Context: an optimization exercise on an open-source flow, tuned for small area. The choices shown serve that exercise and are no tape-out recipe. In this exercise RTL edits were held to simulation tests only and were not proved equivalent to the original. Power and IR drop assume default switching activity.

[config.mk]
export PLATFORM = sky130hd
export DESIGN_NAME = tcpcRegisterFile
export DESIGN_NICKNAME = tcpcRegisterFile
export VERILOG_FILES = /design/flow/design.v
export SDC_FILE = /design/flow/constraint.sdc
export NUM_CORES = 4
export LEC_CHECK = 0
export CAP_MARGIN = 20
export CORE_MARGIN = 2
export CORE_UTILIZATION = 40
export SLEW_MARGIN = 20
[constraint.sdc]
create_clock -name core_clock -period 5.0 [get_ports {CLK}]
set_input_delay 1.0000 -clock core_clock [delete_from_list [all_inputs] [get_ports {CLK}]]
set_output_delay 1.0000 -clock core_clock [all_outputs]
set_load 0.01 [all_outputs]
[design.v]
`default_nettype none
package tcpcRegPkg;
	localparam int DATA_W       = 16;  
	localparam int BYTE_W       = 8;
	localparam int ADDR_W       = 8;
	localparam int TX_BUF_BYTES = 30;  
	typedef logic [DATA_W-1:0]               regDataT;
	typedef logic [BYTE_W-1:0]               regByteT;
	typedef logic [ADDR_W-1:0]               regAddrT;
	typedef logic [$clog2(TX_BUF_BYTES)-1:0] txIndexT;
	localparam regAddrT TX_BUF_BASE = 8'h52;  
	localparam regAddrT ADDR_VENDOR_ID          = 8'h00;
	localparam regAddrT ADDR_PRODUCT_ID         = 8'h02;
	localparam regAddrT ADDR_DEVICE_ID          = 8'h04;
	localparam regAddrT ADDR_TYPEC_REV          = 8'h06;
	localparam regAddrT ADDR_PD_REV_VER         = 8'h08;
	localparam regAddrT ADDR_PD_IF_REV          = 8'h0A;
	localparam regAddrT ADDR_ALERT              = 8'h10;
	localparam regAddrT ADDR_ALERT_MASK         = 8'h12;
	localparam regAddrT ADDR_VBUS_SINK_DISC     = 8'h72;
	localparam regAddrT ADDR_VBUS_STOP_DISCH    = 8'h74;
	localparam regAddrT ADDR_VBUS_ALARM_HI      = 8'h76;
	localparam regAddrT ADDR_VBUS_ALARM_LO      = 8'h78;
	localparam regAddrT ADDR_POWER_STATUS_MASK  = 8'h14;
	localparam regAddrT ADDR_FAULT_STATUS_MASK  = 8'h15;
	localparam regAddrT ADDR_CONFIG_STD_OUTPUT  = 8'h18;
	localparam regAddrT ADDR_TCPC_CONTROL       = 8'h19;
	localparam regAddrT ADDR_ROLE_CONTROL       = 8'h1A;
	localparam regAddrT ADDR_FAULT_CONTROL      = 8'h1B;
	localparam regAddrT ADDR_POWER_CONTROL      = 8'h1C;
	localparam regAddrT ADDR_CC_STATUS          = 8'h1D;
	localparam regAddrT ADDR_POWER_STATUS       = 8'h1E;
	localparam regAddrT ADDR_FAULT_STATUS       = 8'h1F;
	localparam regAddrT ADDR_MSG_HEADER_INFO    = 8'h2E;
	localparam regAddrT ADDR_RECEIVE_DETECT     = 8'h2F;
	localparam regAddrT ADDR_TRANSMIT           = 8'h50;
	localparam regAddrT ADDR_TX_BYTE_COUNT      = 8'h51;
	localparam regDataT RST_ALERT               = 16'h0000;
	localparam regDataT RST_ALERT_MASK          = 16'h0FFF;
	localparam regDataT RST_VBUS_CFG            = 16'h0000;  
	localparam regByteT RST_POWER_STATUS_MASK   = 8'hFF;
	localparam regByteT RST_FAULT_STATUS_MASK   = 8'hFF;
	localparam regByteT RST_CONFIG_STD_OUTPUT   = 8'h60;
	localparam regByteT RST_TCPC_CONTROL        = 8'h00;
	localparam regByteT RST_ROLE_CONTROL        = 8'h0A;
	localparam regByteT RST_FAULT_CONTROL       = 8'h00;
	localparam regByteT RST_POWER_CONTROL       = 8'h60;
	localparam regByteT RST_FAULT_STATUS        = 8'h80;
	localparam regByteT RST_MSG_HEADER_INFO     = 8'h00;
	localparam regByteT RST_RECEIVE_DETECT      = 8'h00;
	localparam regByteT RST_TRANSMIT            = 8'h00;
	localparam regByteT RST_TX_BYTE_COUNT       = 8'h65;
	localparam regDataT TYPEC_REV  = 16'h0016;
	localparam regDataT PD_REV_VER = 16'h2012;
	localparam regDataT PD_IF_REV  = 16'h1012;
	typedef enum logic [4:0] {
		REG_VENDOR_ID, REG_PRODUCT_ID, REG_DEVICE_ID,
		REG_TYPEC_REV, REG_PD_REV_VER, REG_PD_IF_REV,
		REG_ALERT, REG_ALERT_MASK,
		REG_VBUS_SINK_DISC, REG_VBUS_STOP_DISCH, REG_VBUS_ALARM_HI, REG_VBUS_ALARM_LO,
		REG_POWER_STATUS_MASK, REG_FAULT_STATUS_MASK, REG_CONFIG_STD_OUTPUT,
		REG_TCPC_CONTROL, REG_ROLE_CONTROL, REG_FAULT_CONTROL, REG_POWER_CONTROL,
		REG_CC_STATUS, REG_POWER_STATUS, REG_FAULT_STATUS,
		REG_MSG_HEADER_INFO, REG_RECEIVE_DETECT, REG_TRANSMIT, REG_TX_BYTE_COUNT,
		REG_TXBUF,  
		REG_NONE    
	} regIdE;
endpackage
`default_nettype wire
`timescale 1ns/1ps
`default_nettype none
module tcpcAccessDecode
(
	input  logic    req_i,
	input  logic    rnw_i,
	input  tcpcRegPkg::regAddrT addr_i,
	output tcpcRegPkg::regIdE        regId_o,
	output tcpcRegPkg::txIndexT      txIndex_o,
	output logic         rdEn_o,
	output logic         wrEn_o
);
	tcpcRegPkg::regAddrT bufOffset;  
	logic    mapped;
	always_comb
	begin
		bufOffset = addr_i - tcpcRegPkg::TX_BUF_BASE;
		txIndex_o = tcpcRegPkg::txIndexT'(bufOffset);  
		case (addr_i)
			tcpcRegPkg::ADDR_VENDOR_ID:         regId_o = tcpcRegPkg::REG_VENDOR_ID;
			tcpcRegPkg::ADDR_PRODUCT_ID:        regId_o = tcpcRegPkg::REG_PRODUCT_ID;
			tcpcRegPkg::ADDR_DEVICE_ID:         regId_o = tcpcRegPkg::REG_DEVICE_ID;
			tcpcRegPkg::ADDR_TYPEC_REV:         regId_o = tcpcRegPkg::REG_TYPEC_REV;
			tcpcRegPkg::ADDR_PD_REV_VER:        regId_o = tcpcRegPkg::REG_PD_REV_VER;
			tcpcRegPkg::ADDR_PD_IF_REV:         regId_o = tcpcRegPkg::REG_PD_IF_REV;
			tcpcRegPkg::ADDR_ALERT:             regId_o = tcpcRegPkg::REG_ALERT;
			tcpcRegPkg::ADDR_ALERT_MASK:        regId_o = tcpcRegPkg::REG_ALERT_MASK;
			tcpcRegPkg::ADDR_VBUS_SINK_DISC:    regId_o = tcpcRegPkg::REG_VBUS_SINK_DISC;
			tcpcRegPkg::ADDR_VBUS_STOP_DISCH:   regId_o = tcpcRegPkg::REG_VBUS_STOP_DISCH;
			tcpcRegPkg::ADDR_VBUS_ALARM_HI:     regId_o = tcpcRegPkg::REG_VBUS_ALARM_HI;
			tcpcRegPkg::ADDR_VBUS_ALARM_LO:     regId_o = tcpcRegPkg::REG_VBUS_ALARM_LO;
			tcpcRegPkg::ADDR_POWER_STATUS_MASK: regId_o = tcpcRegPkg::REG_POWER_STATUS_MASK;
			tcpcRegPkg::ADDR_FAULT_STATUS_MASK: regId_o = tcpcRegPkg::REG_FAULT_STATUS_MASK;
			tcpcRegPkg::ADDR_CONFIG_STD_OUTPUT: regId_o = tcpcRegPkg::REG_CONFIG_STD_OUTPUT;
			tcpcRegPkg::ADDR_TCPC_CONTROL:      regId_o = tcpcRegPkg::REG_TCPC_CONTROL;
			tcpcRegPkg::ADDR_ROLE_CONTROL:      regId_o = tcpcRegPkg::REG_ROLE_CONTROL;
			tcpcRegPkg::ADDR_FAULT_CONTROL:     regId_o = tcpcRegPkg::REG_FAULT_CONTROL;
			tcpcRegPkg::ADDR_POWER_CONTROL:     regId_o = tcpcRegPkg::REG_POWER_CONTROL;
			tcpcRegPkg::ADDR_CC_STATUS:         regId_o = tcpcRegPkg::REG_CC_STATUS;
			tcpcRegPkg::ADDR_POWER_STATUS:      regId_o = tcpcRegPkg::REG_POWER_STATUS;
			tcpcRegPkg::ADDR_FAULT_STATUS:      regId_o = tcpcRegPkg::REG_FAULT_STATUS;
			tcpcRegPkg::ADDR_MSG_HEADER_INFO:   regId_o = tcpcRegPkg::REG_MSG_HEADER_INFO;
			tcpcRegPkg::ADDR_RECEIVE_DETECT:    regId_o = tcpcRegPkg::REG_RECEIVE_DETECT;
			tcpcRegPkg::ADDR_TRANSMIT:          regId_o = tcpcRegPkg::REG_TRANSMIT;
			tcpcRegPkg::ADDR_TX_BYTE_COUNT:     regId_o = tcpcRegPkg::REG_TX_BYTE_COUNT;
			default:
			begin
				if (addr_i >= tcpcRegPkg::TX_BUF_BASE && bufOffset < tcpcRegPkg::TX_BUF_BYTES)
				begin
					regId_o = tcpcRegPkg::REG_TXBUF;
				end
				else
				begin
					regId_o = tcpcRegPkg::REG_NONE;
				end
			end
		endcase
		mapped = (regId_o != tcpcRegPkg::REG_NONE);
		rdEn_o = req_i && rnw_i && mapped;
		wrEn_o = req_i && !rnw_i && mapped;  
	end
endmodule
`default_nettype wire
`timescale 1ns/1ps
`default_nettype none
module tcpcConfigBank
(
	input  logic    CLK,
	input  logic    reset,
	input  logic    wrEn_i,
	input  tcpcRegPkg::regIdE   regId_i,
	input  tcpcRegPkg::regDataT wrData_i,
	output tcpcRegPkg::regDataT      cfgRdData_o,
	output tcpcRegPkg::regByteT      roleControl_o,
	output tcpcRegPkg::regByteT      powerControl_o,
	output tcpcRegPkg::regByteT      transmit_o
);
	tcpcRegPkg::regDataT alert, alertMask;
	tcpcRegPkg::regDataT vbusSinkDisc, vbusStopDisch, vbusAlarmHi, vbusAlarmLo;
	tcpcRegPkg::regByteT powerStatusMask, faultStatusMask, configStdOutput, tcpcControl;
	tcpcRegPkg::regByteT roleControl, faultControl, powerControl, faultStatus;
	tcpcRegPkg::regByteT msgHeaderInfo, receiveDetect, transmit, txByteCount;
	tcpcRegPkg::regByteT wrByte;
	assign wrByte = wrData_i[tcpcRegPkg::BYTE_W-1:0];  
	always_ff @(posedge CLK)
	begin
		if (reset)
		begin
			alert           <= tcpcRegPkg::RST_ALERT;
			alertMask       <= tcpcRegPkg::RST_ALERT_MASK;
			vbusSinkDisc    <= tcpcRegPkg::RST_VBUS_CFG;
			vbusStopDisch   <= tcpcRegPkg::RST_VBUS_CFG;
			vbusAlarmHi     <= tcpcRegPkg::RST_VBUS_CFG;
			vbusAlarmLo     <= tcpcRegPkg::RST_VBUS_CFG;
			powerStatusMask <= tcpcRegPkg::RST_POWER_STATUS_MASK;
			faultStatusMask <= tcpcRegPkg::RST_FAULT_STATUS_MASK;
			configStdOutput <= tcpcRegPkg::RST_CONFIG_STD_OUTPUT;
			tcpcControl     <= tcpcRegPkg::RST_TCPC_CONTROL;
			roleControl     <= tcpcRegPkg::RST_ROLE_CONTROL;
			faultControl    <= tcpcRegPkg::RST_FAULT_CONTROL;
			powerControl    <= tcpcRegPkg::RST_POWER_CONTROL;
			faultStatus     <= tcpcRegPkg::RST_FAULT_STATUS;
			msgHeaderInfo   <= tcpcRegPkg::RST_MSG_HEADER_INFO;
			receiveDetect   <= tcpcRegPkg::RST_RECEIVE_DETECT;
			transmit        <= tcpcRegPkg::RST_TRANSMIT;
			txByteCount     <= tcpcRegPkg::RST_TX_BYTE_COUNT;
		end
		else if (wrEn_i)
		begin
			case (regId_i)
				tcpcRegPkg::REG_ALERT:             alert           <= wrData_i;
				tcpcRegPkg::REG_ALERT_MASK:        alertMask       <= wrData_i;
				tcpcRegPkg::REG_VBUS_SINK_DISC:    vbusSinkDisc    <= wrData_i;
				tcpcRegPkg::REG_VBUS_STOP_DISCH:   vbusStopDisch   <= wrData_i;
				tcpcRegPkg::REG_VBUS_ALARM_HI:     vbusAlarmHi     <= wrData_i;
				tcpcRegPkg::REG_VBUS_ALARM_LO:     vbusAlarmLo     <= wrData_i;
				tcpcRegPkg::REG_POWER_STATUS_MASK: powerStatusMask <= wrByte;
				tcpcRegPkg::REG_FAULT_STATUS_MASK: faultStatusMask <= wrByte;
				tcpcRegPkg::REG_CONFIG_STD_OUTPUT: configStdOutput <= wrByte;
				tcpcRegPkg::REG_TCPC_CONTROL:      tcpcControl     <= wrByte;
				tcpcRegPkg::REG_ROLE_CONTROL:      roleControl     <= wrByte;
				tcpcRegPkg::REG_FAULT_CONTROL:     faultControl    <= wrByte;
				tcpcRegPkg::REG_POWER_CONTROL:     powerControl    <= wrByte;
				tcpcRegPkg::REG_FAULT_STATUS:      faultStatus     <= wrByte;
				tcpcRegPkg::REG_MSG_HEADER_INFO:   msgHeaderInfo   <= wrByte;
				tcpcRegPkg::REG_RECEIVE_DETECT:    receiveDetect   <= wrByte;
				tcpcRegPkg::REG_TRANSMIT:          transmit        <= wrByte;
				tcpcRegPkg::REG_TX_BYTE_COUNT:     txByteCount     <= wrByte;
				default: ;  
			endcase
		end
	end
	always_comb
	begin
		case (regId_i)
			tcpcRegPkg::REG_ALERT:             cfgRdData_o = alert;
			tcpcRegPkg::REG_ALERT_MASK:        cfgRdData_o = alertMask;
			tcpcRegPkg::REG_VBUS_SINK_DISC:    cfgRdData_o = vbusSinkDisc;
			tcpcRegPkg::REG_VBUS_STOP_DISCH:   cfgRdData_o = vbusStopDisch;
			tcpcRegPkg::REG_VBUS_ALARM_HI:     cfgRdData_o = vbusAlarmHi;
			tcpcRegPkg::REG_VBUS_ALARM_LO:     cfgRdData_o = vbusAlarmLo;
			tcpcRegPkg::REG_POWER_STATUS_MASK: cfgRdData_o = tcpcRegPkg::regDataT'(powerStatusMask);
			tcpcRegPkg::REG_FAULT_STATUS_MASK: cfgRdData_o = tcpcRegPkg::regDataT'(faultStatusMask);
			tcpcRegPkg::REG_CONFIG_STD_OUTPUT: cfgRdData_o = tcpcRegPkg::regDataT'(configStdOutput);
			tcpcRegPkg::REG_TCPC_CONTROL:      cfgRdData_o = tcpcRegPkg::regDataT'(tcpcControl);
			tcpcRegPkg::REG_ROLE_CONTROL:      cfgRdData_o = tcpcRegPkg::regDataT'(roleControl);
			tcpcRegPkg::REG_FAULT_CONTROL:     cfgRdData_o = tcpcRegPkg::regDataT'(faultControl);
			tcpcRegPkg::REG_POWER_CONTROL:     cfgRdData_o = tcpcRegPkg::regDataT'(powerControl);
			tcpcRegPkg::REG_FAULT_STATUS:      cfgRdData_o = tcpcRegPkg::regDataT'(faultStatus);
			tcpcRegPkg::REG_MSG_HEADER_INFO:   cfgRdData_o = tcpcRegPkg::regDataT'(msgHeaderInfo);
			tcpcRegPkg::REG_RECEIVE_DETECT:    cfgRdData_o = tcpcRegPkg::regDataT'(receiveDetect);
			tcpcRegPkg::REG_TRANSMIT:          cfgRdData_o = tcpcRegPkg::regDataT'(transmit);
			tcpcRegPkg::REG_TX_BYTE_COUNT:     cfgRdData_o = tcpcRegPkg::regDataT'(txByteCount);
			default:               cfgRdData_o = '0;
		endcase
	end
	assign roleControl_o  = roleControl;
	assign powerControl_o = powerControl;
	assign transmit_o     = transmit;
endmodule
`default_nettype wire
`timescale 1ns/1ps
`default_nettype none
module tcpcTxBuffer
(
	input  logic    CLK,
	input  logic    reset,
	input  logic    wrEn_i,
	input  tcpcRegPkg::regIdE   regId_i,
	input  tcpcRegPkg::txIndexT txIndex_i,
	input  tcpcRegPkg::regByteT wrByte_i,
	output tcpcRegPkg::regByteT      txRdByte_o
);
	tcpcRegPkg::regByteT txMem [tcpcRegPkg::TX_BUF_BYTES];  
	always_ff @(posedge CLK)
	begin
		if (reset)
		begin
			for (int i = 0; i < tcpcRegPkg::TX_BUF_BYTES; i++)
			begin
				txMem[i] <= '0;
			end
		end
		else if (wrEn_i && regId_i == tcpcRegPkg::REG_TXBUF)
		begin
			txMem[txIndex_i] <= wrByte_i;
		end
	end
	always_comb
	begin
		if (txIndex_i < tcpcRegPkg::TX_BUF_BYTES)
			txRdByte_o = txMem[txIndex_i];
		else
			txRdByte_o = '0;
	end
endmodule
`default_nettype wire
`timescale 1ns/1ps
`default_nettype none
module tcpcReadResponder
(
	input  logic    CLK,
	input  logic    reset,
	input  logic    rdEn_i,
	input  logic    wrEn_i,
	input  tcpcRegPkg::regIdE   regId_i,
	input  tcpcRegPkg::regDataT cfgRdData_i,
	input  tcpcRegPkg::regByteT txRdByte_i,
	input  tcpcRegPkg::regDataT vendorId_i,
	input  tcpcRegPkg::regDataT productId_i,
	input  tcpcRegPkg::regDataT deviceId_i,
	input  tcpcRegPkg::regByteT ccStatus_i,
	input  tcpcRegPkg::regByteT powerStatus_i,
	output logic         ack_o,
	output tcpcRegPkg::regDataT      rdData_o
);
	tcpcRegPkg::regDataT rdWord;  
	always_comb
	begin
		case (regId_i)
			tcpcRegPkg::REG_VENDOR_ID:    rdWord = vendorId_i;  
			tcpcRegPkg::REG_PRODUCT_ID:   rdWord = productId_i;
			tcpcRegPkg::REG_DEVICE_ID:    rdWord = deviceId_i;
			tcpcRegPkg::REG_TYPEC_REV:    rdWord = tcpcRegPkg::TYPEC_REV;
			tcpcRegPkg::REG_PD_REV_VER:   rdWord = tcpcRegPkg::PD_REV_VER;
			tcpcRegPkg::REG_PD_IF_REV:    rdWord = tcpcRegPkg::PD_IF_REV;
			tcpcRegPkg::REG_CC_STATUS:    rdWord = tcpcRegPkg::regDataT'(ccStatus_i);  
			tcpcRegPkg::REG_POWER_STATUS: rdWord = tcpcRegPkg::regDataT'(powerStatus_i);
			tcpcRegPkg::REG_TXBUF:        rdWord = tcpcRegPkg::regDataT'(txRdByte_i);
			default:          rdWord = cfgRdData_i;  
		endcase
	end
	always_ff @(posedge CLK)
	begin
		if (reset)
		begin
			ack_o    <= 1'b0;
			rdData_o <= '0;
		end
		else
		begin
			ack_o    <= rdEn_i || wrEn_i;  
			rdData_o <= rdEn_i ? rdWord : '0;
		end
	end
endmodule
`default_nettype wire
`timescale 1ns/1ps
`default_nettype none
module tcpcRegisterFile
(
	input  logic    CLK,
	input  logic    reset,
	input  logic    req_i,
	input  logic    rnw_i,
	input  tcpcRegPkg::regAddrT addr_i,
	input  tcpcRegPkg::regDataT wrData_i,
	input  tcpcRegPkg::regDataT vendorId_i,
	input  tcpcRegPkg::regDataT productId_i,
	input  tcpcRegPkg::regDataT deviceId_i,
	input  tcpcRegPkg::regByteT ccStatus_i,
	input  tcpcRegPkg::regByteT powerStatus_i,
	output logic         ack_o,
	output tcpcRegPkg::regDataT      rdData_o,
	output tcpcRegPkg::regByteT      roleControl_o,
	output tcpcRegPkg::regByteT      powerControl_o,
	output tcpcRegPkg::regByteT      transmit_o
);
	tcpcRegPkg::regIdE   regId;
	tcpcRegPkg::txIndexT txIndex;
	logic    rdEn;
	logic    wrEn;
	tcpcRegPkg::regDataT cfgRdData;
	tcpcRegPkg::regByteT txRdByte;
	tcpcAccessDecode u_decode (
		.req_i     (req_i),
		.rnw_i     (rnw_i),
		.addr_i    (addr_i),
		.regId_o   (regId),
		.txIndex_o (txIndex),
		.rdEn_o    (rdEn),
		.wrEn_o    (wrEn)
	);
	tcpcConfigBank u_configBank (
		.CLK            (CLK),
		.reset          (reset),
		.wrEn_i         (wrEn),
		.regId_i        (regId),
		.wrData_i       (wrData_i),
		.cfgRdData_o    (cfgRdData),
		.roleControl_o  (roleControl_o),
		.powerControl_o (powerControl_o),
		.transmit_o     (transmit_o)
	);
	tcpcTxBuffer u_txBuffer (
		.CLK        (CLK),
		.reset      (reset),
		.wrEn_i     (wrEn),
		.regId_i    (regId),
		.txIndex_i  (txIndex),
		.wrByte_i   (wrData_i[tcpcRegPkg::BYTE_W-1:0]),  
		.txRdByte_o (txRdByte)
	);
	tcpcReadResponder u_responder (
		.CLK           (CLK),
		.reset         (reset),
		.rdEn_i        (rdEn),
		.wrEn_i        (wrEn),
		.regId_i       (regId),
		.cfgRdData_i   (cfgRdData),
		.txRdByte_i    (txRdByte),
		.vendorId_i    (vendorId_i),
		.productId_i   (productId_i),
		.deviceId_i    (deviceId_i),
		.ccStatus_i    (ccStatus_i),
		.powerStatus_i (powerStatus_i),
		.ack_o         (ack_o),
		.rdData_o      (rdData_o)
	);
endmodule
`default_nettype wire
[run.sh]
#!/bin/bash
# synth_recipe.tcl (not shown) runs the flow's synth.tcl, then flattens the netlist and writes it again
# the make line also repeats each setting of config.mk as NAME=value (left out here)
make -C /OpenROAD-flow-scripts/flow DESIGN_CONFIG=/design/flow/config.mk WORK_HOME=/design/flow/orfs CLKGATE_MAP_FILE= SYNTH_SCRIPT=/design/flow/synth_recipe.tcl finish
==> impl_summary.txt <==
----------------------------------------------------
[Routing]
  Number of vias in the routed layout ... roughly 17,000
  Routed wl met2 ... 31,430 µm
  Vias per cell ... 5.829
  Iteration count of the initial detailed-routing pass ... 7
  Routed met3 length ... between 6000 and 7000 µm
  Final antenna-violating net count ... 0
  Detail-routed net length per standard cell ... between 20 and 25 µm
  DRC viols ... 0
  Metal-1 WL ... around 30,000 µm
  Top Layer Used ... met4
  Final WL ... 69,740 µm
  First DRT Iteration DRCs ... 2,054

[Clock network]
  Clock transition time at the flip-flop clock pins of the worst setup and hold paths ... approximately 0.060 ns
  Number of clock buffers inserted by TritonCTS ... 51
  CTS Root Cell ... clkbuf_16
  Cts hold-fix bufs ... 0
  Total clock sinks ... 465
  Insertion delay of the later-clocked pin in the worst-skew pair ... 0.62 ns
  H-Tree Level Count ... 2
  Count of instances resized after the clock tree is built ... 0
  Count of buffers added by post-CTS timing repair for setup ... 0
  CTS tree ... done
  Largest buffer count on any clock path ... 3

[Worst setup path]
  Critical R2R Launch ... u_txBuffer.txMem[6][2]$_SDFFCE_PN0P_
  Req. time, crit path ... 5.51 ns
  Setup crit start kind ... primary input
  Reg-to-reg slack, setup ... 2.77 ns
  Reg2Reg Depth ... 7
  Reg-to-Reg End ... u_responder.rdData_o[2]$_SDFF_PP0_
  Arr. time, crit path ... 4.79 ns
  Critical Path End Type ... register
  Worst setup path endpoint ... u_responder.rdData_o[2]$_SDFF_PP0_
  Category of the most critical setup path ... in2reg
  CP Max Fanout ... 25
  Timing startpoint of the critical path ... addr_i[2]

[Final layout]
  Number of fillers in the final layout ... a little under 5,000
  Layout Area Growth over Synthesis ... 19.41%
  Post-route cell area ... about 0.026 mm²
  Diodes inserted ... 0
  Net total in the final layout ... 2,241
  Final standard cell utilization of the core ... 0.4843
  Fraction of layout instances using a drive strength above 1 ... 0.1339
  Number of standard cells in the final layout excluding fillers ... 2,876

[Place]
  Detailed Place HPWL ... 45,520 µm
  Cell Count Post-Placement ... 2,782
  Setup Slack @ Placement ... 0.1994 ns
  Placement-stage cell area ... 0.02381 mm²
  Number of input and output port buffers inserted ... 132
  Final weighted congestion of routability-driven global placement ... 0.9040

[Logic synthesis]
  Proportion of register bits with asynchronous set or reset after synthesis ... 0
  Synthesis warning total ... 4
  Total of flip-flops plus latches after synthesis ... 465
  Count of cell types in the netlist ... 80
  Mean post-synth cell area ... 10.66 µm²
  Seq/Total Area, Yosys ... 0.5547
  EDFF count, synth ... 256
  Mapped Area ... about 0.021 mm²
  Post-synth top flop ... edfxtp_1
  Number of cells produced by synthesis ... 2,007

[GRT]
  Overflow left after global routing ... 0
  All-Layer GR Usage ... 0.2482
  Initial antenna violation count ... 0
  Vias in the first global route ... 16,560
  Largest net degree at the start of global routing ... 75
  Wire length of the first global-routing pass ... around 100,000 µm

[Pwr]
  Leakage power summed over all cells ... 8.680 nW
  PD cells ... approximately 340 mW/mm²
  Largest voltage drop on the vdd net ... 0.3056 mV
  Power after layout ... 8.755 mW

[STA]
  Setup total negative slack ... 0 ns
  Slew headroom ... 0.2791
  Portion of the clock cycle consumed by the worst path in the final layout ... 0.8555
  Max Clk Rate ... ~230 MHz
  Total count of hold-check failures in the final report ... 0
  Slew at the pin closest to its max-slew limit ... 1.073 ns
  Number of endpoints failing setup at the final stage ... 0
  Setup repair after global routing missed its margin ... no
  Post-layout minimum cycle time ... about 4.3 ns
  Final setup slack of the worst path ... 0.7225 ns
  Post-Route Skew ... about 0.029 ns
  Count of pins over their slew limit ... 0
  Worst hold-check slack ... 0.4545 ns

[Floorplanning]
  Chip height ... 235.3 µm
  Core ar. ... around 0.053 mm²
  Initial cell density of the core ... 0.4056
  X dimension of the die ... 235.3 µm
  Die outline area ... 0.05537 mm²
  I/O pin total ... 133
  Cell row count ... 84

[Min path]
  Class of the tightest hold or removal check ... reg2reg

[Outcome]
  Status ... no timing/DRC/antenna violations

[Flow run]
  Maximum capacitance violations ... 0

----------------------------------------------------
## where the power goes
| part | switching (mW) | internal, mW |
|---|---|---|
| logic | 0.425 | 0.256 |
| registers | 0.0384 | 4.14 |
| clock network | 1.61 | 2.29 |
## cell families after synthesis
logic type                 Yosys count  synth area share
buffers and inverters              177           0.03344
muxes                              113           0.09150
AOI/OAI and AO/OA                  390            0.1220
other                                1         0.0001752
DFF                                465            0.5547
xor gates and xnor gates             4          0.001988
adders and majority gates            2          0.001169
and+or+nand+nor                    855            0.1950
## state kept, by name, indices dropped and copies added, names as in the netlist, 16 cells and up
| name | count |
|---|---|
| u_configBank.alert | 16 |
| u_configBank.alertMask | 16 |
| u_configBank.vbusAlarmHi | 16 |
| u_configBank.vbusAlarmLo | 16 |
| u_configBank.vbusSinkDisc | 16 |
| u_configBank.vbusStopDisch | 16 |
| u_responder.rdData_o | 16 |
| u_txBuffer.txMem | 256 |
## how the worst min path moves through the flow
stage / slack (ns) / endpoint / start / depth (start not counted)
global placement: 0.44 / u_configBank.vbusAlarmLo[10]$_SDFFE_PP0P_ / u_configBank.vbusAlarmLo[10]$_SDFFE_PP0P_ / 2
floorplan: 0.43 / u_configBank.faultControl[3]$_SDFFE_PP0P_ / u_configBank.faultControl[3]$_SDFFE_PP0P_ / 2
finish: 0.45 / u_configBank.faultControl[5]$_SDFFE_PP0P_ / u_configBank.faultControl[5]$_SDFFE_PP0P_ / 2
CTS: 0.45 / u_configBank.faultControl[5]$_SDFFE_PP0P_ / u_configBank.faultControl[5]$_SDFFE_PP0P_ / 2
global route: 0.47 / u_configBank.tcpcControl[3]$_SDFFE_PP0P_ / u_configBank.tcpcControl[3]$_SDFFE_PP0P_ / 2
detailed placement: 0.45 / u_configBank.faultControl[5]$_SDFFE_PP0P_ / u_configBank.faultControl[5]$_SDFFE_PP0P_ / 2
## per-layer routing
metal | track usage | up-vias
met5 | 0 | -
met4 | 0.1002 | 0
met3 | 0.05101 | 135
met2 | 0.3862 | 826
met1 | 0.3397 | 8259
li1 | - | 7544
## worst max-delay path, stage by stage
cell	delay (ns)
clkdlybuf4s50_1	0.79
inv_1	0.13
ha_1	0.32
buf_4	0.31
clkinv_1	0.46
a32oi_1	0.41
buf_4	0.25
o22ai_1	0.11
nor3_1	0.28
or3b_1	0.47
a31oi_1	0.23
## cell type report
cell class / count / area, µm² / share of cell area
sequential: 465 / 11870 / 0.4646
multi-input combinational: 1380 / 8917 / 0.3490
timing repair buffer: 237 / 2127 / 0.08324
clock buffer: 69 / 1446 / 0.05660
tap: 688 / 860.8 / 0.03369
clock inverter: 25 / 286.5 / 0.01121
inverter: 12 / 45.04 / 0.001763
## placed cells by master, fill, tap and decap left out, drive strengths merged, types with 48 or more instances in the layout
cell             n
nand2          359
edfxtp         256
and2           250
dfxtp          209
a21oi          163
clkdlybuf4s50  121
buf            116
nor2            87
clkbuf          69
mux4            66
nand3           49
a22oi           48
## Yosys cell counts, types with 4 or more instances
| cell type | instances | share of area |
|---|---|---|
| mux2i_1 | 46 | 0.022 |
| nor2_1 | 87 | 0.015 |
| o21ai_0 | 39 | 0.0091 |
| nor4_1 | 7 | 0.0020 |
| nand2b_1 | 10 | 0.0029 |
| o31ai_1 | 4 | 0.0014 |
| a211oi_1 | 6 | 0.0021 |
| a31oi_1 | 18 | 0.0053 |
| nand3_1 | 49 | 0.011 |
| o22ai_1 | 9 | 0.0026 |
| a2111oi_0 | 4 | 0.0016 |
| a22oi_1 | 48 | 0.017 |
| buf_2 | 29 | 0.0068 |
| a222oi_1 | 19 | 0.0089 |
| edfxtp_1 | 256 | 0.36 |
| dfxtp_1 | 209 | 0.20 |
| nand2_1 | 359 | 0.063 |
| nor3_1 | 45 | 0.011 |
| a221oi_1 | 17 | 0.0070 |
| a22o_1 | 7 | 0.0029 |
| clkbuf_1 | 130 | 0.023 |
| mux4_2 | 66 | 0.069 |
| and3_1 | 5 | 0.0015 |
| inv_1 | 9 | 0.0016 |
| a32oi_1 | 12 | 0.0049 |
| or2_2 | 5 | 0.0015 |
| a21oi_1 | 162 | 0.038 |
| or3_1 | 8 | 0.0023 |
| or4_1 | 4 | 0.0014 |
| nor2b_1 | 8 | 0.0023 |
| a311oi_1 | 5 | 0.0020 |
| and2_1 | 249 | 0.073 |

port drivers added, routing unchanged:
Ports are ideal in the flow. The routed layout listed here was re-timed in OpenROAD. Step 1, drivers: a clkbuf_16 drives CLK and a buf_2 each remaining input, both assumed. Step 2, shift: input delay + t, output delay - t, t = (earliest + latest rising clock arrival at the registers) / 2. This alone moves slack from input paths to output paths. a / b / c = no drivers / after step 1 / after step 2; a / b = the first two.
shift t [ns]: 0.666
setup WS [ns]: 0.722 / 0.740 / 0.074
worst hold slack (ns): 0.454 / 0.454 / 0.454
worst setup path after step 2: input to register
After both steps setup and hold are still met in this run. For this run, drivers alone change the setup slack by +0.018 ns; drivers and shift together by -0.648 ns.
